What follows belongs to an exercise in optimizing a design on an open flow for a short achievable clock period; a production flow would make more cautious choices. Function was checked by simulation only, so behaviour that the tests miss may differ from the original. The clock port is modelled as an ideal driver; clocking choices that lean on that would not hold on a real chip. Power figures rest on the tool's default switching activity, not on a simulated workload.

==> design/flow/design.v <==
`default_nettype none
package offload_pkg;
  typedef logic [31:0] data_t;
  typedef logic [31:0] addr_t;
  typedef logic [4:0]  acc_id_t;
  typedef logic [1:0]  acc_target_t;
  typedef logic [3:0]  strb_t;
  typedef logic [11:0] ssr_word_t;
  localparam acc_target_t TARGET_FPU  = 2'd0;
  localparam acc_target_t TARGET_HIVE = 2'd1;
  localparam acc_target_t TARGET_SSR  = 2'd2;
  localparam int unsigned NUM_TARGETS = 3;
  localparam int unsigned TGT_IDX_W   = $clog2(NUM_TARGETS);
  localparam int unsigned NUM_SSRS      = 3;
  localparam int unsigned NUM_SSR_REGS  = 8;
  localparam int unsigned SSR_DM_SEL_W  = $clog2(NUM_SSRS);
  localparam int unsigned SSR_REG_SEL_W = $clog2(NUM_SSR_REGS);
  localparam int unsigned NSC           = 4;
  localparam logic [31:0] SCFG_MASK    = 32'h0000_707f;
  localparam logic [31:0] SCFGRI_MATCH = 32'h0000_102b;
  localparam logic [31:0] SCFGWI_MATCH = 32'h0000_202b;
  localparam logic [31:0] SCFGR_MATCH  = 32'h0000_502b;
  localparam logic [31:0] SCFGW_MATCH  = 32'h0000_602b;
  localparam int unsigned TCDM_ADDR_WIDTH = 17;
  localparam addr_t       TCDM_MASK       = {32{1'b1}} << TCDM_ADDR_WIDTH;
  localparam int unsigned MEM_RSP_DEPTH   = 4;
  localparam int unsigned MEM_PTR_W       = $clog2(MEM_RSP_DEPTH);
  typedef struct packed {
    acc_target_t target;
    acc_id_t     id;
    data_t       data_op;
    data_t       data_arga;
    data_t       data_argb;
    data_t       data_argc;
  } acc_req_t;
  typedef struct packed {
    acc_id_t id;
    data_t   data;
    logic    error;
  } acc_rsp_t;
  localparam int unsigned ACC_RSP_W = 5 + 32 + 1;
  typedef struct packed {
    addr_t addr;
    data_t wdata;
    logic  write;
    strb_t strb;
  } mem_req_t;
  typedef struct packed {
    data_t rdata;
    logic  error;
  } mem_rsp_t;
  typedef enum logic {
    MEM_SOC  = 1'b0,
    MEM_TCDM = 1'b1
  } mem_port_t;
endpackage
`default_nettype wire
`timescale 1ns/1ps
`default_nettype none
module offload_req_stage
(
  input  logic                   clk_i,
  input  logic                   rst_ni,
  input  offload_pkg::acc_req_t  acc_req_i,
  input  logic                   acc_valid_i,
  output logic                   acc_ready_o,
  output offload_pkg::acc_req_t  tgt_req_o,
  output logic [offload_pkg::NUM_TARGETS-1:0] tgt_valid_o,
  input  logic [offload_pkg::NUM_TARGETS-1:0] tgt_ready_i,
  output logic                   ssr_we_o,
  output logic [offload_pkg::NSC:0][offload_pkg::NUM_SSRS*offload_pkg::NUM_SSR_REGS-1:0] ssr_sel_o,
  output offload_pkg::acc_id_t   ssr_rid_o,
  output logic [offload_pkg::NUM_SSRS*offload_pkg::NUM_SSR_REGS-1:0] ssr_sel_next_o
);
  localparam int unsigned NW = offload_pkg::NUM_SSRS*offload_pkg::NUM_SSR_REGS;
  logic          in_rd_imm, in_wr_imm, in_rd_reg, in_wr_reg, in_write;
  logic [11:0]   in_addr;
  logic          in_range;
  logic [NW-1:0] in_sel;
  logic [offload_pkg::NUM_TARGETS-1:0] in_tgt;
  assign in_rd_imm = (acc_req_i.data_op & offload_pkg::SCFG_MASK) == offload_pkg::SCFGRI_MATCH;
  assign in_wr_imm = (acc_req_i.data_op & offload_pkg::SCFG_MASK) == offload_pkg::SCFGWI_MATCH;
  assign in_rd_reg = (acc_req_i.data_op & offload_pkg::SCFG_MASK) == offload_pkg::SCFGR_MATCH;
  assign in_wr_reg = (acc_req_i.data_op & offload_pkg::SCFG_MASK) == offload_pkg::SCFGW_MATCH;
  assign in_write  = in_wr_imm | in_wr_reg;
  always_comb begin
    if (in_rd_imm || in_wr_imm) begin
      in_addr = acc_req_i.data_op[31:20];
    end else if (in_rd_reg || in_wr_reg) begin
      in_addr = acc_req_i.data_argb[11:0];
    end else begin
      in_addr = '0;
    end
  end
  assign in_range = (in_addr[4:0] < 5'(offload_pkg::NUM_SSRS)) &&
                    (in_addr[11:5] < 7'(offload_pkg::NUM_SSR_REGS));
  always_comb begin
    for (int unsigned w = 0; w < NW; w++) begin
      in_sel[w] = in_range &&
                  (in_addr[1:0] == 2'(w / offload_pkg::NUM_SSR_REGS)) &&
                  (in_addr[7:5] == 3'(w % offload_pkg::NUM_SSR_REGS));
    end
  end
  assign in_tgt[offload_pkg::TARGET_FPU]  = (acc_req_i.target != offload_pkg::TARGET_HIVE) &&
                                            (acc_req_i.target != offload_pkg::TARGET_SSR);
  assign in_tgt[offload_pkg::TARGET_HIVE] = acc_req_i.target == offload_pkg::TARGET_HIVE;
  assign in_tgt[offload_pkg::TARGET_SSR]  = acc_req_i.target == offload_pkg::TARGET_SSR;
  offload_pkg::acc_req_t h_req_q, t_req_q;
  logic                  h_we_q, t_we_q;
  logic [NW-1:0]         t_sel_q;
  offload_pkg::acc_id_t  h_rid_q, t_rid_q;
  logic [offload_pkg::NUM_TARGETS-1:0] h_vld_q, t_tgt_q;
  logic                  full2_q;
  logic                  stall;
  assign stall       = |(h_vld_q & ~tgt_ready_i);
  assign acc_ready_o = ~full2_q;
  always_ff @(posedge clk_i) begin
    if (rst_ni) begin
      h_vld_q <= '0;
      full2_q <= 1'b0;
    end else begin
      if (!stall) begin
        h_vld_q <= full2_q ? t_tgt_q : (in_tgt & {offload_pkg::NUM_TARGETS{acc_valid_i}});
      end
      full2_q <= stall & (full2_q | acc_valid_i);
    end
  end
  always_ff @(posedge clk_i) begin
    if (!stall) begin
      h_req_q <= full2_q ? t_req_q : acc_req_i;
      h_we_q  <= full2_q ? t_we_q  : (in_write & in_range);
      h_rid_q <= full2_q ? t_rid_q : (in_write ? offload_pkg::acc_id_t'(0) : acc_req_i.id);
    end
    if (!full2_q) begin
      t_req_q <= acc_req_i;
      t_we_q  <= in_write & in_range;
      t_sel_q <= in_sel;
      t_rid_q <= in_write ? offload_pkg::acc_id_t'(0) : acc_req_i.id;
      t_tgt_q <= in_tgt;
    end
  end
  assign tgt_req_o   = h_req_q;
  assign tgt_valid_o = h_vld_q;
  assign ssr_we_o    = h_we_q;
  assign ssr_sel_next_o = full2_q ? t_sel_q : in_sel;
  for (genvar c = 0; c <= offload_pkg::NSC; c++) begin : g_hsel
    cc_edffv #(.W(NW)) u_h_sel (.clk_i(clk_i), .en_i(!stall),
                                .d_i(ssr_sel_next_o), .q_o(ssr_sel_o[c]));
  end
  assign ssr_rid_o   = h_rid_q;
endmodule
`default_nettype wire
`timescale 1ns/1ps
`default_nettype none
module ssr_cfg_unit
(
  input  logic     clk_i,
  input  logic     rst_ni,
  input  offload_pkg::acc_req_t req_i,
  input  logic     valid_i,
  output logic     ready_o,
  input  logic     we_i,
  input  logic [offload_pkg::NSC:0][offload_pkg::NUM_SSRS*offload_pkg::NUM_SSR_REGS-1:0] sel_i,
  input  offload_pkg::acc_id_t  rid_i,
  input  logic [offload_pkg::NUM_SSRS*offload_pkg::NUM_SSR_REGS-1:0] sel_next_i,
  output offload_pkg::acc_rsp_t rsp_o,
  output logic     rsp_valid_o,
  output logic     rsp_valid_d_o,
  input  logic     rsp_ready_i
);
  localparam int unsigned NW = offload_pkg::NUM_SSRS*offload_pkg::NUM_SSR_REGS;
  logic [NW-1:0][31:0]    cfg_q;
  logic                   pend_we_q;
  logic [NW-1:0]          pend_sel_q;
  offload_pkg::data_t     pend_data_q;
  offload_pkg::acc_rsp_t  rsp_q;
  logic                   rsp_valid_q;
  offload_pkg::data_t     rdata, fdata;
  logic                   fwd;
  logic                   req_hs;
  always_comb begin
    fdata = '0;
    for (int unsigned b = 0; b < 32; b++) begin
      for (int unsigned w = 0; w < NW; w++) begin
        fdata[b] = fdata[b] | (cfg_q[w][b] & sel_i[b / 8][w]);
      end
    end
  end
  logic fwd_q;
  always_ff @(posedge clk_i) begin
    fwd_q <= ~rst_ni & req_hs & we_i & |(sel_i[offload_pkg::NSC] & sel_next_i);
  end
  assign fwd   = fwd_q;
  assign rdata = fwd ? pend_data_q : fdata;
  assign ready_o = ~rsp_valid_q | rsp_ready_i;
  assign req_hs  = valid_i & ready_o;
  always_ff @(posedge clk_i) begin
    if (rst_ni) begin
      pend_we_q <= 1'b0;
    end else begin
      pend_we_q <= req_hs & we_i;
    end
  end
  always_ff @(posedge clk_i) begin
    pend_sel_q  <= sel_i[offload_pkg::NSC];
    pend_data_q <= req_i.data_arga;
  end
  always_ff @(posedge clk_i) begin
    if (rst_ni) begin
      cfg_q <= '0;
    end else begin
      for (int unsigned w = 0; w < NW; w++) begin
        if (pend_we_q && pend_sel_q[w]) begin
          cfg_q[w] <= pend_data_q;
        end
      end
    end
  end
  always_comb begin
    if (rst_ni) begin
      rsp_valid_d_o = 1'b0;
    end else if (req_hs) begin
      rsp_valid_d_o = 1'b1;
    end else if (rsp_ready_i) begin
      rsp_valid_d_o = 1'b0;
    end else begin
      rsp_valid_d_o = rsp_valid_q;
    end
  end
  always_ff @(posedge clk_i) begin
    rsp_valid_q <= rsp_valid_d_o;
  end
  always_ff @(posedge clk_i) begin
    if (req_hs) begin
      rsp_q.id    <= rid_i;
      rsp_q.data  <= rdata;
      rsp_q.error <= 1'b0;
    end
  end
  assign rsp_o       = rsp_q;
  assign rsp_valid_o = rsp_valid_q;
endmodule
`default_nettype wire
`timescale 1ns/1ps
`default_nettype none
module offload_rsp_arbiter
(
  input  logic                              clk_i,
  input  logic                              rst_ni,
  input  logic [offload_pkg::NUM_TARGETS*offload_pkg::ACC_RSP_W-1:0] src_rsp_i,
  input  logic     [offload_pkg::NUM_TARGETS-1:0]        src_valid_i,
  input  logic                              ssr_valid_d_i,
  output logic     [offload_pkg::NUM_TARGETS-1:0]        src_ready_o,
  output offload_pkg::acc_rsp_t                          rsp_o,
  output logic                              rsp_valid_o,
  input  logic                              rsp_ready_i
);
  offload_pkg::acc_rsp_t  rsp_q, rsp_d;
  logic                   rsp_valid_q;
  logic [2:0]             last_q, gnt, v;
  logic                   any_gnt;
  logic                   load_en;
  assign v = src_valid_i;
  assign load_en = ~rsp_valid_q | rsp_ready_i;
  assign gnt[0] = v[0] & (last_q[2] | (last_q[1] & ~v[2]) | (last_q[0] & ~v[2] & ~v[1]));
  assign gnt[1] = v[1] & (last_q[0] | (last_q[2] & ~v[0]) | (last_q[1] & ~v[0] & ~v[2]));
  assign gnt[2] = v[2] & (last_q[1] | (last_q[0] & ~v[1]) | (last_q[2] & ~v[1] & ~v[0]));
  assign any_gnt = |v;
  assign src_ready_o[2] = gnt[2] & load_en;
  logic fa_q, fa_n_q, fb_n_q, le_out, sel0, sel1;
  logic [2:0] last_d;
  always_comb begin
    if (rst_ni) begin
      last_d = 3'b100;
    end else if (load_en && any_gnt) begin
      last_d = gnt;
    end else begin
      last_d = last_q;
    end
  end
  always_ff @(posedge clk_i) begin
    fa_q   <= last_d[2] | (last_d[1] & ~ssr_valid_d_i);
    fa_n_q <= ~(last_d[2] | (last_d[1] & ~ssr_valid_d_i));
    fb_n_q <= ~(last_d[0] & ~ssr_valid_d_i);
  end
  cc_nand2b u_le   (.a_n(rsp_ready_i), .b(rsp_valid_q), .y(le_out));
  cc_nor2   u_sel0 (.a(v[1]), .b(fb_n_q), .y(sel0));
  cc_nor2   u_sel1 (.a(v[0]), .b(fa_n_q), .y(sel1));
  cc_o211a  u_rdy0 (.a1(fa_q), .a2(sel0), .b1(v[0]), .c1(le_out), .x(src_ready_o[0]));
  cc_o211a  u_rdy1 (.a1(last_q[0]), .a2(sel1), .b1(v[1]), .c1(le_out), .x(src_ready_o[1]));
  always_comb begin
    rsp_d = '0;
    for (int unsigned s = 0; s < 3; s++) begin
      rsp_d = rsp_d | (src_rsp_i[s*offload_pkg::ACC_RSP_W +: offload_pkg::ACC_RSP_W] &
                       {offload_pkg::ACC_RSP_W{gnt[s]}});
    end
  end
  always_ff @(posedge clk_i) begin
    if (rst_ni) begin
      rsp_valid_q <= 1'b0;
    end else if (load_en) begin
      rsp_valid_q <= any_gnt;
    end
  end
  always_ff @(posedge clk_i) begin
    last_q <= last_d;
  end
  always_ff @(posedge clk_i) begin
    if (load_en && any_gnt) begin
      rsp_q <= rsp_d;
    end
  end
  assign rsp_o       = rsp_q;
  assign rsp_valid_o = rsp_valid_q;
endmodule
`default_nettype wire
`timescale 1ns/1ps
`default_nettype none
module mem_route
(
  input  logic     clk_i,
  input  logic     rst_ni,
  input  offload_pkg::addr_t    tcdm_base_i,
  input  offload_pkg::mem_req_t core_req_i,
  input  logic     core_valid_i,
  output logic     core_ready_o,
  output offload_pkg::mem_rsp_t core_rsp_o,
  output logic     core_rsp_valid_o,
  output offload_pkg::mem_req_t tcdm_req_o,
  output logic     tcdm_valid_o,
  input  logic     tcdm_ready_i,
  input  offload_pkg::mem_rsp_t tcdm_rsp_i,
  input  logic     tcdm_rsp_valid_i,
  output logic     tcdm_rsp_ready_o,
  output offload_pkg::mem_req_t soc_req_o,
  output logic     soc_valid_o,
  input  logic     soc_ready_i,
  input  offload_pkg::mem_rsp_t soc_rsp_i,
  input  logic     soc_rsp_valid_i,
  output logic     soc_rsp_ready_o
);
  localparam int unsigned D = offload_pkg::MEM_RSP_DEPTH;
  logic [D-1:0] port_q;    
  logic [D-1:0] cnt_q;     
  logic         hr_tcdm_q, hr_soc_q;
  logic [D-1:0] port_a, port_d, cnt_a, cnt_d;
  logic [D:0]   cnt_ext;
  logic         is_tcdm;
  logic         push, pop;
  localparam int unsigned NSEL = 6;
  logic [NSEL-1:0] rsp_sel_t_q, rsp_sel_s_q;
  localparam int unsigned NB = 32 - offload_pkg::TCDM_ADDR_WIDTH;   
  localparam int unsigned NT = 4;   
  logic [NT-1:0]   pair_eq_a, pair_eq_b;
  logic            win_ne_v, win_ne_r, win_ne_int;
  logic            vld_nf_n, tr_nf_n, sr_nf_n, not_full, not_full_q;
  for (genvar t = 0; t < NT; t++) begin : g_tree
    logic [NB-1:0] bit_eq;
    logic [3:0]    grp_ne;
    for (genvar i = 0; i < NB; i++) begin : g_bit
      cc_xnor2 u_eq (.a(core_req_i.addr[offload_pkg::TCDM_ADDR_WIDTH+i]),
                     .b(tcdm_base_i[offload_pkg::TCDM_ADDR_WIDTH+i]), .y(bit_eq[i]));
    end
    cc_nand4 u_ne0 (.a(bit_eq[0]),  .b(bit_eq[1]),  .c(bit_eq[2]),  .d(bit_eq[3]),  .y(grp_ne[0]));
    cc_nand4 u_ne1 (.a(bit_eq[4]),  .b(bit_eq[5]),  .c(bit_eq[6]),  .d(bit_eq[7]),  .y(grp_ne[1]));
    cc_nand4 u_ne2 (.a(bit_eq[8]),  .b(bit_eq[9]),  .c(bit_eq[10]), .d(bit_eq[11]), .y(grp_ne[2]));
    cc_nand3 u_ne3 (.a(bit_eq[12]), .b(bit_eq[13]), .c(bit_eq[14]), .y(grp_ne[3]));
    cc_nor2  u_pair_a (.a(grp_ne[0]), .b(grp_ne[1]), .y(pair_eq_a[t]));
    cc_nor2  u_pair_b (.a(grp_ne[2]), .b(grp_ne[3]), .y(pair_eq_b[t]));
  end
  cc_nand2 u_win_ne_v   (.a(pair_eq_a[0]), .b(pair_eq_b[0]), .y(win_ne_v));
  cc_nand2 u_win_ne_r   (.a(pair_eq_a[2]), .b(pair_eq_b[2]), .y(win_ne_r));
  cc_nand2 u_win_ne_int (.a(pair_eq_a[3]), .b(pair_eq_b[3]), .y(win_ne_int));
  always_ff @(posedge clk_i) begin
    not_full_q <= rst_ni | ~cnt_d[D-1];
  end
  assign not_full = not_full_q;
  cc_nand2 u_vld_nf (.a(core_valid_i), .b(not_full), .y(vld_nf_n));
  cc_nand2 u_tr_nf  (.a(tcdm_ready_i), .b(not_full), .y(tr_nf_n));
  cc_nand2 u_sr_nf  (.a(soc_ready_i),  .b(not_full), .y(sr_nf_n));
  assign is_tcdm = ~win_ne_int;
  assign tcdm_req_o   = core_req_i;
  assign soc_req_o    = core_req_i;
  cc_nor2  u_tcdm_vld (.a(win_ne_v), .b(vld_nf_n), .y(tcdm_valid_o));
  cc_a21oi u_soc_vld (.a1(pair_eq_a[1]), .a2(pair_eq_b[1]), .b1(vld_nf_n), .y(soc_valid_o));
  cc_mux2i u_ready (.s(win_ne_r), .a0(tr_nf_n), .a1(sr_nf_n), .y(core_ready_o));
  assign push         = core_valid_i & ~cnt_q[D-1] & (is_tcdm ? tcdm_ready_i : soc_ready_i);
  assign tcdm_rsp_ready_o = hr_tcdm_q;
  assign soc_rsp_ready_o  = hr_soc_q;
  assign core_rsp_valid_o = (tcdm_rsp_valid_i & hr_tcdm_q) | (soc_rsp_valid_i & hr_soc_q);
  for (genvar c = 0; c < NSEL; c++) begin : g_sel
    cc_dff u_sel_t (.clk_i(clk_i), .d_i(port_d[0]),  .q_o(rsp_sel_t_q[c]));
    cc_dff u_sel_s (.clk_i(clk_i), .d_i(~port_d[0]), .q_o(rsp_sel_s_q[c]));
  end
  for (genvar k = 0; k < 33; k++) begin : g_rsp
    cc_a22o u_rsp (.a1(tcdm_rsp_i[k]), .a2(rsp_sel_t_q[k % NSEL]),
                   .b1(soc_rsp_i[k]),  .b2(rsp_sel_s_q[k % NSEL]), .x(core_rsp_o[k]));
  end
  assign pop              = core_rsp_valid_o;
  always_comb begin
    if (pop) begin
      port_a = {1'b0, port_q[D-1:1]};
      cnt_a  = {1'b0, cnt_q[D-1:1]};
    end else begin
      port_a = port_q;
      cnt_a  = cnt_q;
    end
    port_d  = port_a;
    cnt_ext = {cnt_a, 1'b1};
    for (int unsigned k = 0; k < D; k++) begin
      if (push && !cnt_a[k] && cnt_ext[k]) begin
        port_d[k] = is_tcdm;
      end
    end
    cnt_d = push ? {cnt_a[D-2:0], 1'b1} : cnt_a;
  end
  always_ff @(posedge clk_i) begin
    if (rst_ni) begin
      cnt_q     <= '0;
      hr_tcdm_q <= 1'b0;
      hr_soc_q  <= 1'b0;
    end else begin
      cnt_q     <= cnt_d;
      hr_tcdm_q <= cnt_d[0] & port_d[0];
      hr_soc_q  <= cnt_d[0] & ~port_d[0];
    end
  end
  always_ff @(posedge clk_i) begin
    port_q <= port_d;
  end
endmodule
`default_nettype wire
`timescale 1ns/1ps
`default_nettype none
module core_complex_fabric
(
  input  logic     clk_i,
  input  logic     rst_ni,
  input  offload_pkg::acc_req_t acc_req_i,
  input  logic     acc_valid_i,
  output logic     acc_ready_o,
  output offload_pkg::acc_rsp_t acc_rsp_o,
  output logic     acc_rsp_valid_o,
  input  logic     acc_rsp_ready_i,
  output offload_pkg::acc_req_t fpu_req_o,
  output logic     fpu_valid_o,
  input  logic     fpu_ready_i,
  input  offload_pkg::acc_rsp_t fpu_rsp_i,
  input  logic     fpu_rsp_valid_i,
  output logic     fpu_rsp_ready_o,
  output offload_pkg::acc_req_t hive_req_o,
  output logic     hive_valid_o,
  input  logic     hive_ready_i,
  input  offload_pkg::acc_rsp_t hive_rsp_i,
  input  logic     hive_rsp_valid_i,
  output logic     hive_rsp_ready_o,
  input  offload_pkg::addr_t    tcdm_base_i,
  input  offload_pkg::mem_req_t core_req_i,
  input  logic     core_valid_i,
  output logic     core_ready_o,
  output offload_pkg::mem_rsp_t core_rsp_o,
  output logic     core_rsp_valid_o,
  output offload_pkg::mem_req_t tcdm_req_o,
  output logic     tcdm_valid_o,
  input  logic     tcdm_ready_i,
  input  offload_pkg::mem_rsp_t tcdm_rsp_i,
  input  logic     tcdm_rsp_valid_i,
  output logic     tcdm_rsp_ready_o,
  output offload_pkg::mem_req_t soc_req_o,
  output logic     soc_valid_o,
  input  logic     soc_ready_i,
  input  offload_pkg::mem_rsp_t soc_rsp_i,
  input  logic     soc_rsp_valid_i,
  output logic     soc_rsp_ready_o
);
  offload_pkg::acc_req_t                   tgt_req;
  logic     [offload_pkg::NUM_TARGETS-1:0] tgt_valid, tgt_ready;
  offload_pkg::acc_rsp_t                   ssr_rsp;
  logic                       ssr_rsp_valid, ssr_rsp_valid_d;
  logic [offload_pkg::NUM_TARGETS*offload_pkg::ACC_RSP_W-1:0] src_rsp;
  logic                       ssr_we;
  logic [offload_pkg::NSC:0][offload_pkg::NUM_SSRS*offload_pkg::NUM_SSR_REGS-1:0] ssr_sel;
  offload_pkg::acc_id_t       ssr_rid;
  logic [offload_pkg::NUM_SSRS*offload_pkg::NUM_SSR_REGS-1:0] ssr_sel_next;
  logic     [offload_pkg::NUM_TARGETS-1:0] src_valid, src_ready;
  offload_req_stage i_offload_req_stage (
    .clk_i       (clk_i),
    .rst_ni      (rst_ni),
    .acc_req_i   (acc_req_i),
    .acc_valid_i (acc_valid_i),
    .acc_ready_o (acc_ready_o),
    .tgt_req_o   (tgt_req),
    .tgt_valid_o (tgt_valid),
    .tgt_ready_i (tgt_ready),
    .ssr_we_o    (ssr_we),
    .ssr_sel_o   (ssr_sel),
    .ssr_rid_o   (ssr_rid),
    .ssr_sel_next_o (ssr_sel_next)
  );
  assign fpu_req_o    = tgt_req;
  assign hive_req_o   = tgt_req;
  assign fpu_valid_o  = tgt_valid[offload_pkg::TARGET_FPU];
  assign hive_valid_o = tgt_valid[offload_pkg::TARGET_HIVE];
  assign tgt_ready[offload_pkg::TARGET_FPU]  = fpu_ready_i;
  assign tgt_ready[offload_pkg::TARGET_HIVE] = hive_ready_i;
  ssr_cfg_unit i_ssr_cfg_unit (
    .clk_i       (clk_i),
    .rst_ni      (rst_ni),
    .req_i       (tgt_req),
    .valid_i     (tgt_valid[offload_pkg::TARGET_SSR]),
    .ready_o     (tgt_ready[offload_pkg::TARGET_SSR]),
    .we_i        (ssr_we),
    .sel_i       (ssr_sel),
    .rid_i       (ssr_rid),
    .sel_next_i  (ssr_sel_next),
    .rsp_o       (ssr_rsp),
    .rsp_valid_o (ssr_rsp_valid),
    .rsp_valid_d_o (ssr_rsp_valid_d),
    .rsp_ready_i (src_ready[offload_pkg::TARGET_SSR])
  );
  assign src_rsp   = {ssr_rsp, hive_rsp_i, fpu_rsp_i};
  assign src_valid = {ssr_rsp_valid, hive_rsp_valid_i, fpu_rsp_valid_i};
  assign fpu_rsp_ready_o  = src_ready[offload_pkg::TARGET_FPU];
  assign hive_rsp_ready_o = src_ready[offload_pkg::TARGET_HIVE];
  offload_rsp_arbiter i_offload_rsp_arbiter (
    .clk_i       (clk_i),
    .rst_ni      (rst_ni),
    .src_rsp_i   (src_rsp),
    .src_valid_i (src_valid),
    .ssr_valid_d_i (ssr_rsp_valid_d),
    .src_ready_o (src_ready),
    .rsp_o       (acc_rsp_o),
    .rsp_valid_o (acc_rsp_valid_o),
    .rsp_ready_i (acc_rsp_ready_i)
  );
  mem_route i_mem_route (
    .clk_i            (clk_i),
    .rst_ni           (rst_ni),
    .tcdm_base_i      (tcdm_base_i),
    .core_req_i       (core_req_i),
    .core_valid_i     (core_valid_i),
    .core_ready_o     (core_ready_o),
    .core_rsp_o       (core_rsp_o),
    .core_rsp_valid_o (core_rsp_valid_o),
    .tcdm_req_o       (tcdm_req_o),
    .tcdm_valid_o     (tcdm_valid_o),
    .tcdm_ready_i     (tcdm_ready_i),
    .tcdm_rsp_i       (tcdm_rsp_i),
    .tcdm_rsp_valid_i (tcdm_rsp_valid_i),
    .tcdm_rsp_ready_o (tcdm_rsp_ready_o),
    .soc_req_o        (soc_req_o),
    .soc_valid_o      (soc_valid_o),
    .soc_ready_i      (soc_ready_i),
    .soc_rsp_i        (soc_rsp_i),
    .soc_rsp_valid_i  (soc_rsp_valid_i),
    .soc_rsp_ready_o  (soc_rsp_ready_o)
  );
endmodule
`default_nettype wire
`default_nettype none
module cc_xnor2 (input logic a, input logic b, output logic y);
  assign y = ~(a ^ b);
endmodule
module cc_nand3 (input logic a, input logic b, input logic c, output logic y);
  assign y = ~(a & b & c);
endmodule
module cc_nand4 (input logic a, input logic b, input logic c, input logic d, output logic y);
  assign y = ~(a & b & c & d);
endmodule
module cc_a22o (input logic a1, input logic a2, input logic b1, input logic b2, output logic x);
  assign x = (a1 & a2) | (b1 & b2);
endmodule
module cc_nor3 (input logic a, input logic b, input logic c, output logic y);
  assign y = ~(a | b | c);
endmodule
module cc_nor2 (input logic a, input logic b, output logic y);
  assign y = ~(a | b);
endmodule
module cc_nand2 (input logic a, input logic b, output logic y);
  assign y = ~(a & b);
endmodule
module cc_a21oi (input logic a1, input logic a2, input logic b1, output logic y);
  assign y = ~((a1 & a2) | b1);
endmodule
module cc_mux2i (input logic s, input logic a0, input logic a1, output logic y);
  assign y = ~(s ? a1 : a0);
endmodule
module cc_nand2b (input logic a_n, input logic b, output logic y);
  assign y = ~(~a_n & b);
endmodule
module cc_o211a (input logic a1, input logic a2, input logic b1, input logic c1, output logic x);
  assign x = (a1 | a2) & b1 & c1;
endmodule
module cc_edffv #(parameter int unsigned W = 1) (
  input  logic         clk_i,
  input  logic         en_i,
  input  logic [W-1:0] d_i,
  output logic [W-1:0] q_o
);
  always_ff @(posedge clk_i) begin
    if (en_i) begin
      q_o <= d_i;
    end
  end
endmodule
module cc_dff (input logic clk_i, input logic d_i, output logic q_o);
  always_ff @(posedge clk_i) begin
    q_o <= d_i;
  end
endmodule
`default_nettype wire
==> design/flow/flow/run.sh <==
#!/bin/bash
# Own layout flow: the standard synthesis unchanged, then the
# standard ORFS layout with
#  - sizing not tied to cell footprints (MATCH_CELL_FOOTPRINT=0),
#  - delay cells kept out of the layout (added to DONT_USE_CELLS), and
#    the port buffers made of plain buffers (BUFFER_PORTS_ARGS),
#  - the ports of the memory window compare kept together (io.tcl),
#  - a greedy gate-sizing pass after CTS and after global routing
#    (post_cts.tcl, post_grt.tcl, sizer.tcl).
# Each step's full output goes to a log in this folder (and ORFS's own
# per-step logs under orfs/logs).
set -euo pipefail
cd "$(dirname "$0")/.."
W=$PWD

# 1. Standard synthesis, unchanged
bash standard.sh synth > "$W/log_synth.txt" 2>&1

# 2. Layout: the standard make command with extra settings
export DONT_USE_CELLS="sky130_fd_sc_hd__clkdlybuf4s15_1 sky130_fd_sc_hd__clkdlybuf4s15_2 sky130_fd_sc_hd__clkdlybuf4s18_1 sky130_fd_sc_hd__clkdlybuf4s18_2 sky130_fd_sc_hd__clkdlybuf4s25_1 sky130_fd_sc_hd__clkdlybuf4s25_2 sky130_fd_sc_hd__clkdlybuf4s50_1 sky130_fd_sc_hd__clkdlybuf4s50_2 sky130_fd_sc_hd__dlymetal6s2s_1 sky130_fd_sc_hd__dlymetal6s4s_1 sky130_fd_sc_hd__dlymetal6s6s_1 sky130_fd_sc_hd__dlygate4sd1_1 sky130_fd_sc_hd__dlygate4sd2_1 sky130_fd_sc_hd__dlygate4sd3_1"
export BUFFER_PORTS_ARGS="-buffer_cell sky130_fd_sc_hd__buf_4"
export PRE_IO_PLACEMENT_TCL="$W/flow/io.tcl"
export POST_CTS_TCL="$W/flow/post_cts.tcl"
export POST_GLOBAL_ROUTE_TCL="$W/flow/post_grt.tcl"
sed "s|\"\${@:-finish}\"|MATCH_CELL_FOOTPRINT=0 \"\${@:-finish}\"|" standard.sh > "$W/layout.sh"
bash "$W/layout.sh" finish > "$W/log_layout.txt" 2>&1
==> design/flow/flow/io.tcl <==
# Keep the ports of the memory route's window compare together on the
# die edge, so the compare logic sits next to all of them.
set crit {}
for {set i 17} {$i <= 31} {incr i} {
  lappend crit "core_req_i\[[expr {$i + 37}]\]" "tcdm_base_i\[$i\]"
}
lappend crit core_valid_i tcdm_ready_i soc_ready_i core_ready_o tcdm_valid_o soc_valid_o
set_io_pin_constraint -group -order -pin_names $crit
==> design/flow/flow/post_cts.tcl <==
# After CTS and its timing repair: greedy sizing on the worst paths,
# then legalize.
source [file join [file dirname [info script]] sizer.tcl]
estimate_parasitics -placement
puts "bench post_cts start ws [worst_slack -max]"
my_greedy_size 12 1 {estimate_parasitics -placement}
detailed_placement
check_placement -verbose
estimate_parasitics -placement
puts "bench post_cts end ws [worst_slack -max]"
==> design/flow/flow/post_grt.tcl <==
# After global routing and its timing repair: greedy sizing with the
# global-route parasitics, then legalize, route the changed nets and
# write the guides again.
source [file join [file dirname [info script]] sizer.tcl]
puts "bench post_grt start ws [worst_slack -max]"
global_route -start_incremental
my_greedy_size 12 1 {estimate_parasitics -global_routing}
detailed_placement
global_route -end_incremental -congestion_report_file $::env(REPORTS_DIR)/congestion_post_bench_size.rpt
estimate_parasitics -global_routing
check_placement -verbose
puts "bench post_grt end ws [worst_slack -max]"
write_guides $::env(RESULTS_DIR)/route.guide
==> design/flow/flow/sizer.tcl <==
# Greedy gate sizing on the worst paths: for each instance on a path,
# try the other drive strengths of its cell (any buffer for a buffer)
# and keep the one that gives the best worst slack. Flip-flops and clock
# cells are left alone.
proc my_path_insts {n} {
  set insts {}
  foreach pe [find_timing_paths -path_delay max -group_path_count $n -endpoint_path_count 1] {
    foreach p [get_property $pe points] {
      set inst [get_cells -quiet -of_objects [get_property $p pin]]
      if {$inst eq ""} continue
      set name [get_full_name $inst]
      if {[lsearch -exact $insts $name] < 0} { lappend insts $name }
    }
  }
  return $insts
}

proc my_candidates {cur} {
  regsub {_[0-9]+$} $cur "" base
  if {[regexp {__(buf|clkdlybuf4s[0-9]+|dlymetal6s[0-9]+s|dlygate4sd[0-9]+)$} $base]} {
    return [get_lib_cells */sky130_fd_sc_hd__buf_*]
  }
  return [get_lib_cells */${base}_*]
}

# est: the command that refreshes parasitics after a change
proc my_ws {est} {
  eval $est
  return [worst_slack -max]
}

# Drive strengths next to the current one (two below, two above)
proc my_near {cur cands} {
  set names {}
  foreach lc $cands { lappend names [get_name $lc] }
  set names [lsort -dictionary $names]
  if {[regexp {__buf_} $cur]} { return $names }
  set i [lsearch -exact $names $cur]
  if {$i < 0} { return $names }
  return [lrange $names [expr {max(0, $i - 2)}] [expr {$i + 2}]]
}

proc my_greedy_size {rounds npaths est} {
  for {set r 0} {$r < $rounds} {incr r} {
    set improved 0
    foreach iname [my_path_insts $npaths] {
      set inst [get_cells $iname]
      set cur [get_property $inst ref_name]
      if {[regexp {df|dl[a-z]*x|clkbuf|clkinv|tap|fill|decap|diode|conb} $cur]} continue
      set best_ws [my_ws $est]
      set best $cur
      foreach cand [my_near $cur [my_candidates $cur]] {
        if {$cand eq $cur} continue
        replace_cell $inst $cand
        set ws [my_ws $est]
        if {$ws > $best_ws + 1e-4} {
          set best_ws $ws
          set best $cand
        }
      }
      replace_cell $inst $best
      eval $est
      if {$best ne $cur} {
        set improved 1
        puts "my_size $iname $cur -> $best ws [format %.4f $best_ws]"
      }
    }
    if {!$improved} break
  }
}
==> design/flow/standard.sh <==
#!/bin/bash
# synth_recipe.tcl (not shown) runs the flow's synth.tcl, then flattens the netlist and writes it again
# the make line also repeats each setting of config.mk as NAME=value (left out here)
make -C /OpenROAD-flow-scripts/flow DESIGN_CONFIG=/design/flow/config.mk WORK_HOME=/design/flow/orfs CLKGATE_MAP_FILE= SYNTH_SCRIPT=/design/flow/synth_recipe.tcl "${@:-finish}"
==> design/flow/config.mk <==
export PLATFORM = sky130hd
export DESIGN_NAME = core_complex_fabric
export DESIGN_NICKNAME = core_complex_fabric
export VERILOG_FILES = /design/flow/design.v
export SDC_FILE = /design/flow/constraint.sdc
export NUM_CORES = 4
export LEC_CHECK = 0
export ABC_CLOCK_PERIOD_IN_PS = 2500
export CAP_MARGIN = 20
export CORE_MARGIN = 2
export CORE_UTILIZATION = 40
export SETUP_SLACK_MARGIN = 2.2
export SLEW_MARGIN = 20
export SYNTH_HIERARCHICAL = 1
export TNS_END_PERCENT = 100
==> design/flow/constraint.sdc <==
create_clock -name core_clock -period 5.0 [get_ports {clk_i}]
set_input_delay 1.0000 -clock core_clock [delete_from_list [all_inputs] [get_ports {clk_i}]]
set_output_delay 1.0000 -clock core_clock [all_outputs]
set_load 0.01 [all_outputs]
==> reports/qor.csv, run 1 <==
metric;value;unit
yosys_most_used_dff;dfxtp_1;
required;4.00;ns
power.total;0.0252;W
cp_slowest_stage_delay;0.16;ns
ys_ff_latch;1365;
drt_pass1_iterations;8;
p_leak;23.0;nW
synthArstFlopShare;0;
drt_iter0_markers;5026;
grt_usage;0.265;
start_util;0.403;
grt_first_pass_wirelength;269;mm
dp.final_hpwl;121;mm
grt-ovfl-total;0;
p_per_area;398;nW/um^2
final_nets;6223;
drc_errors;0;
fin_cells;7712;
slew_violations;0;
areaGrowthSynthToFinish;17.7;%
drive_gt1_frac;0.221;
start_kind;input port;
stdcell_area;63300;um^2
syn_nets;5976;
critical_path_class;input port to output port;
grt_start_max_net_pins;129;
drt_wl_total;190;mm
num_io_pins;882;
synth.top_cell.area_share;0.381;
die_area;137000;um^2
cp-end-kind;output port;
max_freq;342;MHz
period_share;0.584;
path_buf_inv;2;
status;no timing/DRC/antenna violations;
rows;134;
die_h;371;um
hold_viol;0;
finalClockSkew;0.0376;ns
final.min_clock_period;2.92;ns
arrival;1.92;ns
cts_tree;done;
crit_path_max_fanout;6;
via_per_inst;5.59;
yosysWarnings;12;
slowest_stage;xnor2_4;
seq_area_frac_synth;0.571;
path_cells;buf_12, xnor2_4, nand4_1, nor2_2, nand2_2, mux2i_1, buf_4;
clkTransAtPathRegs;0.06;ns
grt_pass1_vias;40100;
ant_nets;0;
synth_area;53800;um^2
antenna_found_initial;8;
yosysTopAreaCell;dfxtp_1;
relSlewSlack;0.218;
cpLargestDelayFamily;simple AND/OR/NAND/NOR gates;
gp_congestion;0.892;
vias;43100;
synth-edff-count;342;
place_inst;7419;
register_area;30800;um^2
dpl_cell_area;57900;um^2
hold_path.class;flop to flop;
yosys-top-cells-area;dfxtp_1 (38%), edfxtp_1 (19%), nand2_1 (11%);
insertion_delay;0.79;ns
hold_ws;0.370;ns
yosysUniqueCellTypes;70;
wl_per_cell;24.7;um
nFillCells;12500;
multi_input_area;18700;um^2
setup_viol;0;
drv_cap;0;
clock-sinks;1365;
core_region_area;133000;um^2
portBuffers;702;
vdd_drop_max;0.371;mV
syn-mean-instance-area;9.64;um^2
syn_inst;5583;
die_x;371;um
tightest_slew;1.17;ns
## routing by layer
layer  global-route usage  share of wire
met2                0.429           0.46
met1                0.343           0.39
met5                    0        0.00036
met4                0.103          0.040
met3               0.0615           0.10
## layout by cell type, fill, tap and decap left out, types with 11 or more instances in the layout
cell	instances
buf_12	15
o31ai_2	11
a22oi_1	271
nand2_1	1632
clkinv_2	18
a22o_1	66
xnor2_2	21
nand3_1	40
clkbuf_8	16
dfxtp_1	1016
nor2_1	23
o32a_1	33
xnor2_1	34
inv_1	45
clkbuf_1	50
edfxtp_1	342
a21oi_1	806
a222oi_1	70
and2_1	20
mux2_2	129
nand4_1	79
clkbuf_16	150
o21ai_0	15
buf_6	22
a221oi_2	32
buf_4	822
## path summary, 6_finish.rpt
| kind | from | endpoint | slack (ns) | cells past startpoint |
|---|---|---|---|---|
| setup / recovery | core_req_i[59] | core_ready_o | 2.08 | 7 |
| hold / removal | i_offload_req_stage.g_hsel[4].u_h_sel.q_o[11] | i_ssr_cfg_unit.pend_sel_q[11] | 0.37 | 0 |
| setup reg to reg | i_ssr_cfg_unit.pend_we_q | i_ssr_cfg_unit.cfg_q[252] | 2.35 | 4 |
| hold reg to reg | i_offload_req_stage.g_hsel[4].u_h_sel.q_o[11] | i_ssr_cfg_unit.pend_sel_q[11] | 0.37 | 0 |
## sequential cells by signal, indices dropped and copies added, names as in the netlist, 4 cells and up
| register | cells |
|---|---|
| i_offload_req_stage.t_rid_q | 5 |
| i_offload_req_stage.t_req_q | 135 |
| i_ssr_cfg_unit.pend_sel_q | 24 |
| i_offload_req_stage.g_hsel.u_h_sel.q_o | 120 |
| i_mem_route.port_q | 4 |
| i_offload_req_stage.h_rid_q | 5 |
| i_offload_rsp_arbiter.rsp_q | 38 |
| i_offload_req_stage.h_req_q | 135 |
| i_ssr_cfg_unit.cfg_q | 768 |
| i_mem_route.cnt_q | 4 |
| i_ssr_cfg_unit.pend_data_q | 32 |
| i_mem_route.g_sel.u_sel_t.q_o | 6 |
| i_offload_req_stage.t_sel_q | 24 |
| i_mem_route.g_sel.u_sel_s.q_o | 6 |
| i_ssr_cfg_unit.rsp_q | 37 |
## metrics by stage
| stage | utilization | setup slack, ns | setup TNS [ns] |
|---|---|---|---|
| 3_3_place_gp | 0.434 | 1.12 | 0 |
| 3_5_place_dp | 0.434 | 1.12 | 0 |
| 2_1_floorplan | - | -4.07 | -1040.26 |
| 6_report | 0.474 | 2.08 | 0 |
## per-module statistics from Yosys (local to each module, per instance), excerpt
module | flip-flops and latches | area (um^2) | cells inside
ssr_cfg_unit | 864 | 34000 | 4210
offload_req_stage | 313 | 10300 | 629
offload_rsp_arbiter | 45 | 2040 | 157
mem_route | 11 | 1550 | 189
core_complex_fabric | 0 | 1010 | 135
cc_dff | 1 | 20.0 | 1
cc_mux2i | 0 | 10.0 | 1
cc_o211a | 0 | 10.0 | 1
cc_a21oi | 0 | 8.76 | 1
cc_a22o | 0 | 8.76 | 1
cc_xnor2 | 0 | 8.76 | 1
cc_nand2b | 0 | 6.26 | 1
cc_nand4 | 0 | 6.26 | 1
cc_nand3 | 0 | 5.00 | 1
cc_nand2 | 0 | 3.75 | 1
cc_nor2 | 0 | 3.75 | 1
## layout make-up
cell class                      instances  share of cell area
Sequential cell                      1365               0.486
Multi-Input combinational cell       3403               0.295
Timing Repair Buffer                  865               0.108
Clock buffer                          214              0.0649
Tap cell                             1768              0.0349
Clock inverter                         47             0.00775
Inverter                               48             0.00285
Antenna cell                            2           0.0000791
## cell families after synthesis
family | after synthesis | synth area share
multiplexers | 134 | 0.0280
buffers and inverters | 817 | 0.0878
other | 1 | 0.0000697
AND/OR/NAND/NOR | 1850 | 0.138
AO/OA/AOI/OAI | 1353 | 0.164
flip-flops | 1365 | 0.571
XOR/XNOR | 61 | 0.0101
adder cells (fa/ha/maj) | 2 | 0.000465
## synthesized netlist by cell type (all sizes together) (6+ instances only)
master	instances
a21oi	808
nand2b	11
nand4	80
a211oi	6
o32a	33
a222oi	70
o41ai	7
dfxtp	1023
and2	27
o31ai	20
a22oi	272
buf	563
a221oi	32
nand2	1633
mux2	129
nor2	27
xnor2	60
clkbuf	206
o21ai	15
a22o	66
edfxtp	342
inv	47
nor2b	10
nand3	40
## power breakdown
| group | switching, W | internal (W) | leakage (nW) |
|---|---|---|---|
| Clock | 0.00455 | 0.00600 | 2.25 |
| Sequential | 0.000733 | 0.0119 | 12.0 |
| Combinational | 0.00110 | 0.000944 | 8.78 |
| Total | 0.00638 | 0.0188 | 23.0 |
==> run 2, diff against run 1 <==
--- a/design/flow/design.v
+++ b/design/flow/design.v
@@ -172,4 +172,2 @@
   logic [NW-1:0][31:0]    cfg_q;
-  logic                   pend_we_q;
-  logic [NW-1:0]          pend_sel_q;
   offload_pkg::data_t     pend_data_q;
@@ -197,11 +195,7 @@
   always_ff @(posedge clk_i) begin
-    if (rst_ni) begin
-      pend_we_q <= 1'b0;
-    end else begin
-      pend_we_q <= req_hs & we_i;
-    end
+    pend_data_q <= req_i.data_arga;
   end
+  logic [NW-1:0] pend_wen_q;
   always_ff @(posedge clk_i) begin
-    pend_sel_q  <= sel_i[offload_pkg::NSC];
-    pend_data_q <= req_i.data_arga;
+    pend_wen_q <= {NW{~rst_ni & req_hs & we_i}} & sel_i[offload_pkg::NSC];
   end
@@ -212,3 +206,3 @@
       for (int unsigned w = 0; w < NW; w++) begin
-        if (pend_we_q && pend_sel_q[w]) begin
+        if (pend_wen_q[w]) begin
           cfg_q[w] <= pend_data_q;
==> run 2 against run 1 <==
Compared with the run above:
- worst setup slack worse by 0.0031 ns
- area after synthesis increased by 0.63%
- final cell count is 11% lower
- clock skew fell by 0.0067 ns
- largest cell class unchanged
- highest routed layer is now met4
- cell area grew 0.45%
- clock power increased by 4%
- sequential share of layout area down 0.18 points
- largest power group unchanged
==> reports/qor.csv, run 2 <==
metric;value;unit;change
status;no timing/DRC/antenna violations;;
yosys.cell_count.top_type;dfxtp_1;;
syn-mean-instance-area;11.5;um^2;+19%
syn_inst;4715;;-16%
clockPowerShare;0.429;;+0.010
place_worst_setup_slack;1.57;ns;+0.445 ns
synth-compound-area-share;0.0922;;-0.0720
setup_slack;2.08;ns;-0.00310 ns
layout_commonest_cell;dfxtp_1;;
areaGrowthSynthToFinish;17.4;%;
p_per_area;399;nW/um^2;+0.35%
clkTransAtPathRegs;0.06;ns;about the same
largest_reg_flops;768;;unchanged
crit_path_max_fanout;4;;-2
swShare;0.247;;-0.00606
num_io_pins;882;;unchanged
p_switching;0.00628;W;-1.6%
final_cell_mix;dfxtp_1 (996), nor2_1 (790), mux2i_1 (772);;
final_nets;5343;;-14%
synthAdderAreaFrac;0.000462;;-0.00000290
portBuffers;702;;unchanged
vias;36900;;-14%
synth_top_family_by_area;multiplexers;;
yosys-top-cells-area;dfxtp_1 (38%), edfxtp_1 (19%), mux2i_1 (14%);;
synthMuxAreaShare;0.170;;+0.142
finalClockSkew;0.0308;ns;-0.00674 ns
drt_pass1_iterations;7;;-1
p_leak;23.4;nW;+1.6%
required;4.00;ns;about the same
synthArstFlopShare;0;;unchanged
insertion_delay;0.78;ns;about the same
cp-end-kind;output port;;
top_register;i_ssr_cfg_unit.cfg_q;;
synth_area;54100;um^2;+0.63%
path_cells;buf_4, xnor2_2, nand4_1, nor2_1, nand2_1, mux2i_1, buf_4;;
clock-sinks;1364;;-0.073%
synth-simple-area-share;0.0822;;-0.0556
gp_congestion;0.802;;-10%
die_h;372;um;+0.31%
syn_nets;5108;;-15%
p_int;0.0191;W;+1.6%
hold_viol;0;;unchanged
whs_path_depth;0;;unchanged
cp_slowest_stage_delay;0.18;ns;+0.02 ns
vdd_drop_max;0.380;mV;+2.5%
setup_viol;0;;unchanged
grt_pass1_vias;35600;;-11%
yosysTopAreaCell;dfxtp_1;;
slowest_stage;mux2i_1;;
core_region_area;134000;um^2;+0.38%
setup_tns;0;ns;unchanged
wl_per_cell;23.8;um;-3.6%
place_inst;6560;;-12%
yosysUniqueCellTypes;68;;-2.9%
seq_area_frac_synth;0.568;;-0.00394
yosysWarnings;12;;unchanged
antenna_found_initial;3;;-5
dp.final_hpwl;103;mm;-15%
final.min_clock_period;2.92;ns;+0.00310 ns
nFillCells;12200;;-2.3%
grt_first_pass_wirelength;235;mm;-13%
synth.top_cell.area_share;0.378;;-0.00274
arrival;1.92;ns;about the same
slew_violations;0;;unchanged
fin_cells;6839;;-11%
reg2regPathDepth;8;;+4
final_util;0.475;;about the same
max_freq;342;MHz;-0.11%
drt_wl_total;163;mm;-15%
hold_path.class;flop to flop;;
via_per_inst;5.39;;-3.5%
rows;134;;unchanged
path_common_cell;buf_4;;
die_area;138000;um^2;+0.62%
synth-edff-count;342;;unchanged
drc_errors;0;;unchanged
reg.largest.list;i_ssr_cfg_unit.cfg_q x768, i_offload_req_stage.h_req_q x135, i_offload_req_stage.t_req_q x135;;
drive_gt1_frac;0.247;;+0.0257
relSlewSlack;0.199;;-0.0192
grt_usage;0.228;;-0.0373
tightest_slew;1.20;ns;+0.0303 ns
period_share;0.585;;+0.000620
post_synth_xor_area_fraction;0.0100;;-0.0000628
die_x;372;um;+0.31%
critical_path_class;input port to output port;;
grt-ovfl-total;0;;unchanged
pwr-share-comb;0.074;;-0.007
pwr-share-seq;0.497;;-0.003
start_util;0.404;;+0.00101
ys_ff_latch;1364;;-0.073%
cts_tree;done;;
drv_cap;0;;unchanged
start_kind;input port;;
grt_start_max_net_pins;190;;+47%
netlist_top_cells_count;dfxtp_1 (1022), nor2_1 (794), mux2i_1 (772);;
drt_iter0_markers;3243;;-35%
ant_nets;0;;unchanged
yosys_most_used_dff;dfxtp_1;;
[run 2: cell count changes in the layout (fill, tap and decap cells not counted), sizes merged, moves of 13 or more]
cell	before	now
a21oi	808	40
buf	863	780
clkbuf	216	197
clkinv	35	48
mux2i	5	773
nand2	1633	73
nor2	27	795
[run 2: cells by family (layout without fill, tap and decap cells)]
| family | count (synthesis) | count (layout) |
|---|---|---|
| other | 1 | 2 |
| adders and majority gates | 2 | 2 |
| DFF | 1364 | 1364 |
| buffers and inverters | 742 | 1097 |
| AOI/OAI and AO/OA | 585 | 585 |
| muxes | 902 | 902 |
| and+or+nand+nor | 1058 | 1058 |
| xor gates and xnor gates | 61 | 61 |
[run 2: through the flow]
step                area [um^2]  hold slack (ns)  total power [W]
floorplan                 54200            0.400           0.0137
global placement          58300            0.403           0.0147
detailed placement        58300            0.405           0.0147
finish                    63600            0.406           0.0254
[run 2: layout make-up]
| cell class | count | area (um^2) | area share |
|---|---|---|---|
| clock buffer | 197 | 4170 | 0.0656 |
| sequential | 1364 | 30800 | 0.484 |
| tap | 1768 | 2210 | 0.0348 |
| inverter | 48 | 184 | 0.00289 |
| antenna | 1 | 2.50 | 0.0000394 |
| multi-input combinational | 2609 | 19500 | 0.306 |
| clock inverter | 72 | 667 | 0.0105 |
| timing repair buffer | 780 | 6100 | 0.0959 |
[run 2: critical path: cells and delay by family]
| kind | cells | cell delay, ns |
|---|---|---|
| multiplexers | 1 | 0.18 |
| buffers and inverters | 2 | 0.30 |
| AND/OR/NAND/NOR | 3 | 0.29 |
| XOR/XNOR | 1 | 0.14 |
[run 2: routing by layer]
metal | vias to the layer above | wire (um) | global-route usage
met5 | - | 0 | 0
met4 | 0 | 4120 | 0.0692
met3 | 279 | 12200 | 0.0439
met2 | 1507 | 75700 | 0.373
met1 | 18100 | 70800 | 0.304
li1 | 17000 | - | -
[run 2: per-module statistics from Yosys (local to each module, per instance), excerpt]
module | cells inside | cell area, um^2 | flops+latches | times used
mem_route | 189 | 1550 | 11 | 1
cc_dff | 1 | 20.0 | 1 | 12
cc_nor2 | 1 | 3.75 | 0 | 11
cc_a21oi | 1 | 8.76 | 0 | 1
cc_o211a | 1 | 10.0 | 0 | 2
cc_xnor2 | 1 | 8.76 | 0 | 60
cc_mux2i | 1 | 10.0 | 0 | 1
cc_nand3 | 1 | 5.00 | 0 | 4
[run 2: power by group through the flow]
stage	logic [W]	registers (W)	clock network, W
finish	0.00188	0.0126	0.0109
detailed placement	0.00185	0.0128	0
global placement	0.00184	0.0128	0
floorplan	0.00133	0.0123	0
[run 2: worst paths after layout]
check                             startpoint                                       endpoint  slack, ns
max reg2reg  i_offload_rsp_arbiter.last_q[2]  i_offload_req_stage.g_hsel[4].u_h_sel.q_o[14]       2.43
min reg2reg  i_offload_req_stage.h_req_q[77]                 i_ssr_cfg_unit.pend_data_q[13]       0.41
min          i_offload_req_stage.h_req_q[77]                 i_ssr_cfg_unit.pend_data_q[13]       0.41
max                          tcdm_base_i[23]                                   core_ready_o       2.08
==> run 3, diff against run 2 <==
==> design/flow/flow/io.tcl (replaced) <==
# Keep the ports of the memory route's window compare together on the
# die edge, so the compare logic sits next to all of them: the address
# and base bit pairs on both sides, the valid, readies and the three
# outputs in the middle.
set crit {}
for {set i 17} {$i <= 23} {incr i} {
  lappend crit "core_req_i\[[expr {$i + 37}]\]" "tcdm_base_i\[$i\]"
}
lappend crit core_valid_i tcdm_ready_i core_ready_o tcdm_valid_o soc_valid_o soc_ready_i
for {set i 24} {$i <= 31} {incr i} {
  lappend crit "core_req_i\[[expr {$i + 37}]\]" "tcdm_base_i\[$i\]"
}
set_io_pin_constraint -group -order -pin_names $crit
==> run 3 against run 2 <==
Compared with the run above:
- hold slack better by 0.0044 ns
- die area unchanged
- clock power about the same
- worst setup slack better by 0.034 ns
- sequential power about the same
- critical path type unchanged
==> reports/qor.csv, run 3 <==
metric;value;unit;change
areaGrowthSynthToFinish;18.0;%;
final_cell_mix;dfxtp_1 (997), nor2_1 (790), mux2i_1 (772);;
yosysWarnings;12;;unchanged
grt-ovfl-total;0;;unchanged
path_common_cell;nor2_2;;
syn_nets;5108;;unchanged
die_area;138000;um^2;unchanged
period_share;0.578;;-0.00685
die_x;372;um;unchanged
via_per_inst;5.39;;about the same
vias;36900;;+0.18%
hold_ws;0.411;ns;+0.00438 ns
relSlewSlack;0.252;;+0.0531
path_cells;buf_6, xnor2_1, nand4_1, nor2_2, nand2_1, nor2_2, buf_4;;
stdcell_area;63900;um^2;+0.50%
status;no timing/DRC/antenna violations;;
drv_cap;0;;unchanged
gp_congestion;0.798;;-0.49%
min-delay-start;i_offload_req_stage.h_req_q[78];;
layout_commonest_cell;dfxtp_1;;
synthArstFlopShare;0;;unchanged
drt_iter0_markers;3189;;-1.7%
arrival;1.89;ns;-0.03 ns
seq_area_frac_synth;0.568;;unchanged
die_h;372;um;unchanged
dpl_cell_area;58400;um^2;+0.15%
top_register;i_ssr_cfg_unit.cfg_q;;
portBuffers;702;;unchanged
vdd_drop_max;0.363;mV;-4.5%
antenna_found_initial;6;;+3
slew_violations;0;;unchanged
p_leak;23.5;nW;+0.79%
drt_wl_total;164;mm;+0.88%
tightest_slew;1.12;ns;-0.0812 ns
netlist_top_cells_count;dfxtp_1 (1022), nor2_1 (794), mux2i_1 (772);;
required;4.00;ns;about the same
wl_per_cell;24.0;um;+0.79%
cts_tree;done;;
core_region_area;134000;um^2;unchanged
drt_pass1_iterations;7;;unchanged
ys_ff_latch;1364;;unchanged
regToRegStartpoint;i_offload_rsp_arbiter.last_q[2];;
synth-edff-count;342;;unchanged
start_kind;input port;;
p_per_area;399;nW/um^2;about the same
syn-mean-instance-area;11.5;um^2;unchanged
power.total;0.0255;W;+0.42%
final.min_clock_period;2.89;ns;-0.0343 ns
critical_path_class;input port to output port;;
dp.final_hpwl;103;mm;+0.13%
drc_errors;0;;unchanged
grt_pass1_vias;35400;;-0.68%
setup_tns;0;ns;unchanged
hold_path.class;flop to flop;;
crit_path_max_fanout;4;;unchanged
grt_first_pass_wirelength;235;mm;-0.13%
reg.largest.list;i_ssr_cfg_unit.cfg_q x768, i_offload_req_stage.h_req_q x135, i_offload_req_stage.t_req_q x135;;
yosysTopAreaCell;dfxtp_1;;
start_util;0.404;;unchanged
rows;134;;unchanged
place_worst_setup_slack;1.24;ns;-0.326 ns
yosys.cell_count.top_type;dfxtp_1;;
slowest_stage;xnor2_1;;
diodes;0;;-1
syn_inst;4715;;unchanged
num_io_pins;882;;unchanged
yosys_most_used_dff;dfxtp_1;;
final_nets;5353;;+0.19%
grt_start_max_net_pins;177;;-6.8%
cp-end-kind;output port;;
cp_slowest_stage_delay;0.17;ns;about the same
hold_viol;0;;unchanged
r2r_setup_slack;2.44;ns;about the same
yosysUniqueCellTypes;68;;unchanged
largest_reg_flops;768;;unchanged
drive_gt1_frac;0.251;;+0.00340
setup_viol;0;;unchanged
max_freq;346;MHz;+1.2%
synth.top_cell.area_share;0.378;;unchanged
synth_area;54100;um^2;unchanged
insertion_delay;0.78;ns;about the same
finalClockSkew;0.0306;ns;-0.000202 ns
clock-sinks;1364;;unchanged
clkTransAtPathRegs;0.05;ns;about the same
yosys-top-cells-area;dfxtp_1 (38%), edfxtp_1 (19%), mux2i_1 (14%);;
grt_usage;0.229;;+0.00109
cp-startpoint;tcdm_base_i[18];;
ant_nets;0;;unchanged
setup_slack;2.11;ns;+0.0343 ns
==> run 3: cell counts after synthesis <==
No cell type changed its count.
==> run 3: metrics by stage <==
stage          std cells   util
6_report            6845  0.477
3_5_place_dp        6566  0.436
3_3_place_gp        6566  0.436
2_1_floorplan       4715      -
==> run 3: layout make-up <==
class,instances,area (um^2)
repair buffers,791,6340
well taps,1768,2210
inverters,48,184
flip-flops and latches,1364,30800
clock buffers,195,4140
clock inverters,70,712
multi-input cells,2609,19500
fillers,12100,70100
==> run 3: power by group <==
part | internal (W) | total, W | switching [W]
registers | 0.0118 | 0.0126 | 0.000778
logic | 0.000961 | 0.00194 | 0.000980
clock network | 0.00640 | 0.0109 | 0.00455
==> run 3: logic make-up (layout without fill, tap and decap cells) <==
group           count (synthesis)  after routing  synth area share
compound gates                585            585            0.0922
xor+xnor                       61             61            0.0100
fa+ha+maj                       2              2          0.000462
buf+inv                       742           1104            0.0777
flops                        1364           1364             0.568
mux                           902            902             0.170
other cells                     1              1         0.0000693
simple gates                 1058           1058            0.0822
==> run 3: path summary, 6_finish.rpt <==
| kind | to | cells after the start |
|---|---|---|
| setup / recovery | tcdm_valid_o | 7 |
| hold / removal | i_ssr_cfg_unit.pend_data_q[14] | 0 |
| setup reg to reg | i_ssr_cfg_unit.fwd_q | 7 |
| hold reg to reg | i_ssr_cfg_unit.pend_data_q[14] | 0 |
==> run 3: per-module statistics from Yosys (local to each module, per instance), a selection <==
module               cells inside  cell area (um^2)  times used
offload_req_stage             629             10300           1
cc_o211a                        1              10.0           2
offload_rsp_arbiter           157              2040           1
cc_a21oi                        1              8.76           1
cc_xnor2                        1              8.76          60
cc_dff                          1              20.0          12
core_complex_fabric           135              1010           1
==> run 3: metal layers <==
| layer | GRT usage | wire [um] | vias to the layer above | share of wire |
|---|---|---|---|---|
| li1 | - | - | 17000 | - |
| met1 | 0.302 | 70600 | 18200 | 0.43 |
| met2 | 0.375 | 76900 | 1498 | 0.47 |
| met3 | 0.0480 | 12200 | 266 | 0.074 |
| met4 | 0.0719 | 4490 | 0 | 0.027 |
| met5 | 0 | 0 | - | 0 |
==> run 3: critical path: cells and delay by family <==
kind | cells | cell delay (ns)
xor gates and xnor gates | 1 | 0.17
buffers and inverters | 2 | 0.23
and+or+nand+nor | 4 | 0.48
==> run 4, diff against run 3 <==
--- a/design/flow/config.mk
+++ b/design/flow/config.mk
@@ -11,3 +11,3 @@
 export CORE_UTILIZATION = 40
-export SETUP_SLACK_MARGIN = 2.2
+export SETUP_SLACK_MARGIN = 2.35
 export SLEW_MARGIN = 20
==> run 4 against run 3 <==
Compared with the run above:
- via count up 0.91%
- area after synthesis unchanged
- fmax down 0.77%
- still clean on timing, DRC and antenna
- sequential power about the same
- worst setup slack worse by 0.022 ns
- highest routed layer unchanged
- cell area up 0.18%
- largest power group unchanged
- non-clock buffer count up 18
- sequential share of layout area down 0.098 points
- combinational power about the same
- clock skew down 0.0072 ns
==> reports/qor.csv, run 4 <==
metric;value;unit;change
arrival;1.91;ns;+0.02 ns
largest_reg_flops;768;;unchanged
drt_wl_total;164;mm;about the same
grt_usage;0.229;;about the same
slowest_stage;xnor2_2;;
hold_viol;0;;unchanged
dp.final_hpwl;103;mm;+0.19%
layout_commonest_cell;dfxtp_1;;
vias;37300;;+0.91%
grt_first_pass_wirelength;236;mm;+0.71%
start_kind;input port;;
grt_start_max_net_pins;136;;-23%
drv_cap;0;;unchanged
syn_nets;5108;;unchanged
yosysTopAreaCell;dfxtp_1;;
synth-edff-count;342;;unchanged
slew_violations;0;;unchanged
finalClockSkew;0.0234;ns;-0.00719 ns
insertion_delay;0.78;ns;about the same
met2_usage;0.366;;-0.00879
cp_slowest_stage_delay;0.18;ns;about the same
relSlewSlack;0.251;;-0.000869
syn_inst;4715;;unchanged
globalRouteMet1Util;0.311;;+0.00888
ys_ff_latch;1364;;unchanged
syn-mean-instance-area;11.5;um^2;unchanged
p_leak;23.6;nW;about the same
nFillCells;12100;;+0.24%
areaGrowthSynthToFinish;18.2;%;
drt_iter0_markers;3220;;+0.97%
clock-sinks;1364;;unchanged
drive_gt1_frac;0.253;;+0.00274
seq_area_frac_synth;0.568;;unchanged
wl_per_cell;23.9;um;-0.49%
clkTransAtPathRegs;0.06;ns;about the same
grt_pass1_vias;35300;;-0.33%
vdd_drop_max;0.366;mV;+0.87%
synth.top_cell.area_share;0.378;;unchanged
hold_path.class;flop to flop;;
synthArstFlopShare;0;;unchanged
final_cell_mix;dfxtp_1 (993), nor2_1 (791), mux2i_1 (771);;
rows;134;;unchanged
yosys.cell_count.top_type;dfxtp_1;;
status;no timing/DRC/antenna violations;;
path_cells;buf_12, xnor2_2, nand4_2, nor2_1, nand2_1, mux2i_1, buf_4;;
grt-ovfl-total;0;;unchanged
num_io_pins;882;;unchanged
top_usage_layer;met2;;
start_util;0.404;;unchanged
cts_tree;done;;
die_area;138000;um^2;unchanged
path_buf_inv;2;;unchanged
fin_cells;6874;;+0.42%
drt_pass1_iterations;7;;unchanged
yosysWarnings;12;;unchanged
crit_path_max_fanout;4;;unchanged
synth_area;54100;um^2;unchanged
die_x;372;um;unchanged
top_register;i_ssr_cfg_unit.cfg_q;;
core_region_area;134000;um^2;unchanged
use_met3;0.0473;;-0.000659
power.total;0.0254;W;-0.47%
period_share;0.582;;+0.00446
cpLargestDelayFamily;simple AND/OR/NAND/NOR gates;;
ant_nets;0;;unchanged
drc_errors;0;;unchanged
cp-end-kind;output port;;
netlist_top_cells_count;dfxtp_1 (1022), nor2_1 (794), mux2i_1 (772);;
p_per_area;396;nW/um^2;-0.65%
reg.largest.list;i_ssr_cfg_unit.cfg_q x768, i_offload_req_stage.h_req_q x135, i_offload_req_stage.t_req_q x135;;
final_nets;5372;;+0.35%
place_inst;6569;;+0.046%
setup_tns;0;ns;unchanged
required;4.00;ns;about the same
final.min_clock_period;2.91;ns;+0.0223 ns
gp_congestion;0.794;;-0.43%
yosys_most_used_dff;dfxtp_1;;
max_freq;343;MHz;-0.77%
critical_path_class;input port to output port;;
via_per_inst;5.42;;+0.48%
yosys-top-cells-area;dfxtp_1 (38%), edfxtp_1 (19%), mux2i_1 (14%);;
setup_viol;0;;unchanged
yosysUniqueCellTypes;68;;unchanged
die_h;372;um;unchanged
tightest_slew;1.12;ns;+0.00130 ns
antenna_found_initial;2;;-4
portBuffers;702;;unchanged
run 4: cell counts after synthesis:
No cell type changed its count.
run 4: logic make-up (layout without fill, tap and decap cells):
family,Yosys count,count (layout),share of synthesized area
flip-flops,1364,1364,0.568
other,1,2,0.0000693
AND/OR/NAND/NOR,1058,1058,0.0822
AO/OA/AOI/OAI,585,585,0.0922
buffers and inverters,742,1132,0.0777
XOR/XNOR,61,61,0.0100
adder cells (fa/ha/maj),2,2,0.000462
multiplexers,902,902,0.170
run 4: power breakdown:
part | internal (W) | switching, W
Sequential | 0.0118 | 0.000762
Combinational | 0.000957 | 0.00101
Clock | 0.00620 | 0.00461
Total | 0.0190 | 0.00638
run 4: worst paths after layout:
path                                      to  cells after the start                            start  slack (ns)
max                             core_ready_o                      7                  tcdm_base_i[19]        2.09
min           i_ssr_cfg_unit.pend_data_q[22]                      0  i_offload_req_stage.h_req_q[86]        0.42
max reg2reg  i_offload_req_stage.h_req_q[22]                      7       i_ssr_cfg_unit.rsp_valid_q        2.54
min reg2reg   i_ssr_cfg_unit.pend_data_q[22]                      0  i_offload_req_stage.h_req_q[86]        0.42
run 4: final cells by class:
class / instances / area (um^2) / area share
flip-flops and latches: 1364 / 30800 / 0.481
diodes: 1 / 2.50 / 0.0000391
clock buffers: 220 / 4320 / 0.0675
inverters: 48 / 184 / 0.00287
repair buffers: 809 / 6430 / 0.100
clock inverters: 55 / 524 / 0.00819
well taps: 1768 / 2210 / 0.0346
multi-input cells: 2609 / 19600 / 0.306
run 4: Yosys stat by module (local to each module, per instance), excerpt:
module,copies in the design,cells,cell area (um^2),flip-flops and latches
cc_dff,12,1,20.0,1
offload_req_stage,1,629,10300,313
ssr_cfg_unit,1,3342,34300,863
cc_a21oi,1,1,8.76,0
cc_nand2,6,1,3.75,0
cc_xnor2,60,1,8.76,0
cc_o211a,2,1,10.0,0
cc_nand3,4,1,5.00,0
cc_nor2,11,1,3.75,0
offload_rsp_arbiter,1,157,2040,45
cc_nand4,12,1,6.26,0
mem_route,1,189,1550,11
cc_nand2b,1,1,6.26,0
cc_a22o,33,1,8.76,0
core_complex_fabric,1,135,1010,0
run 4: routing by layer:
layer  wire [um]  up-vias
li1            -    17000
met1       71600    18400
met2       75700     1532
met3       12800      267
met4        3960        0
met5           0        -
run 4: stage by stage:
step / worst slack (ns) / area (um^2) / utilization / hold slack [ns]
global placement: 1.18 / 58400 / 0.436 / 0.403
detailed placement: 1.27 / 58400 / 0.436 / 0.405
floorplan: -4.07 / 54200 / - / 0.400
finish: 2.09 / 64000 / 0.478 / 0.415

==> what the ideal ports hide <==
The results above use ideal ports. As a check the final layouts listed here were re-extracted and re-timed, cells and wires unchanged.
Step 1, drivers: a clkbuf_16 drives clk_i and a buf_2 each remaining input, both assumed.
Step 2 times the ports against the registers' clock, not the clock port: input delays grow and output delays shrink by t, the midpoint of the rising clock arrivals with the driver on.
Slacks: no drivers / after step 1 / after step 2; pairs: no drivers / after step 1.
| run | shift t [ns] | setup slack, ns | hold WS [ns] | latest minus earliest clock arrival (ns) |
|---|---|---|---|---|
| run 1 | 0.849 | 2.079 / 2.016 / 1.488 | 0.370 / 0.370 / 0.370 | 0.039 / 0.039 |
| run 2 | 0.837 | 2.076 / 2.031 / 1.612 | 0.406 / 0.406 / 0.406 | 0.031 / 0.031 |
| run 3 | 0.845 | 2.110 / 2.069 / 1.476 | 0.411 / 0.411 / 0.411 | 0.033 / 0.033 |
| run 4 | 0.839 | 2.088 / 2.028 / 1.632 | 0.415 / 0.415 / 0.415 | 0.025 / 0.024 |
After both steps every run listed still meets setup and hold. The setup slack of run 3, which loses most, moves by -0.041 ns with the drivers and by -0.634 ns with both steps.
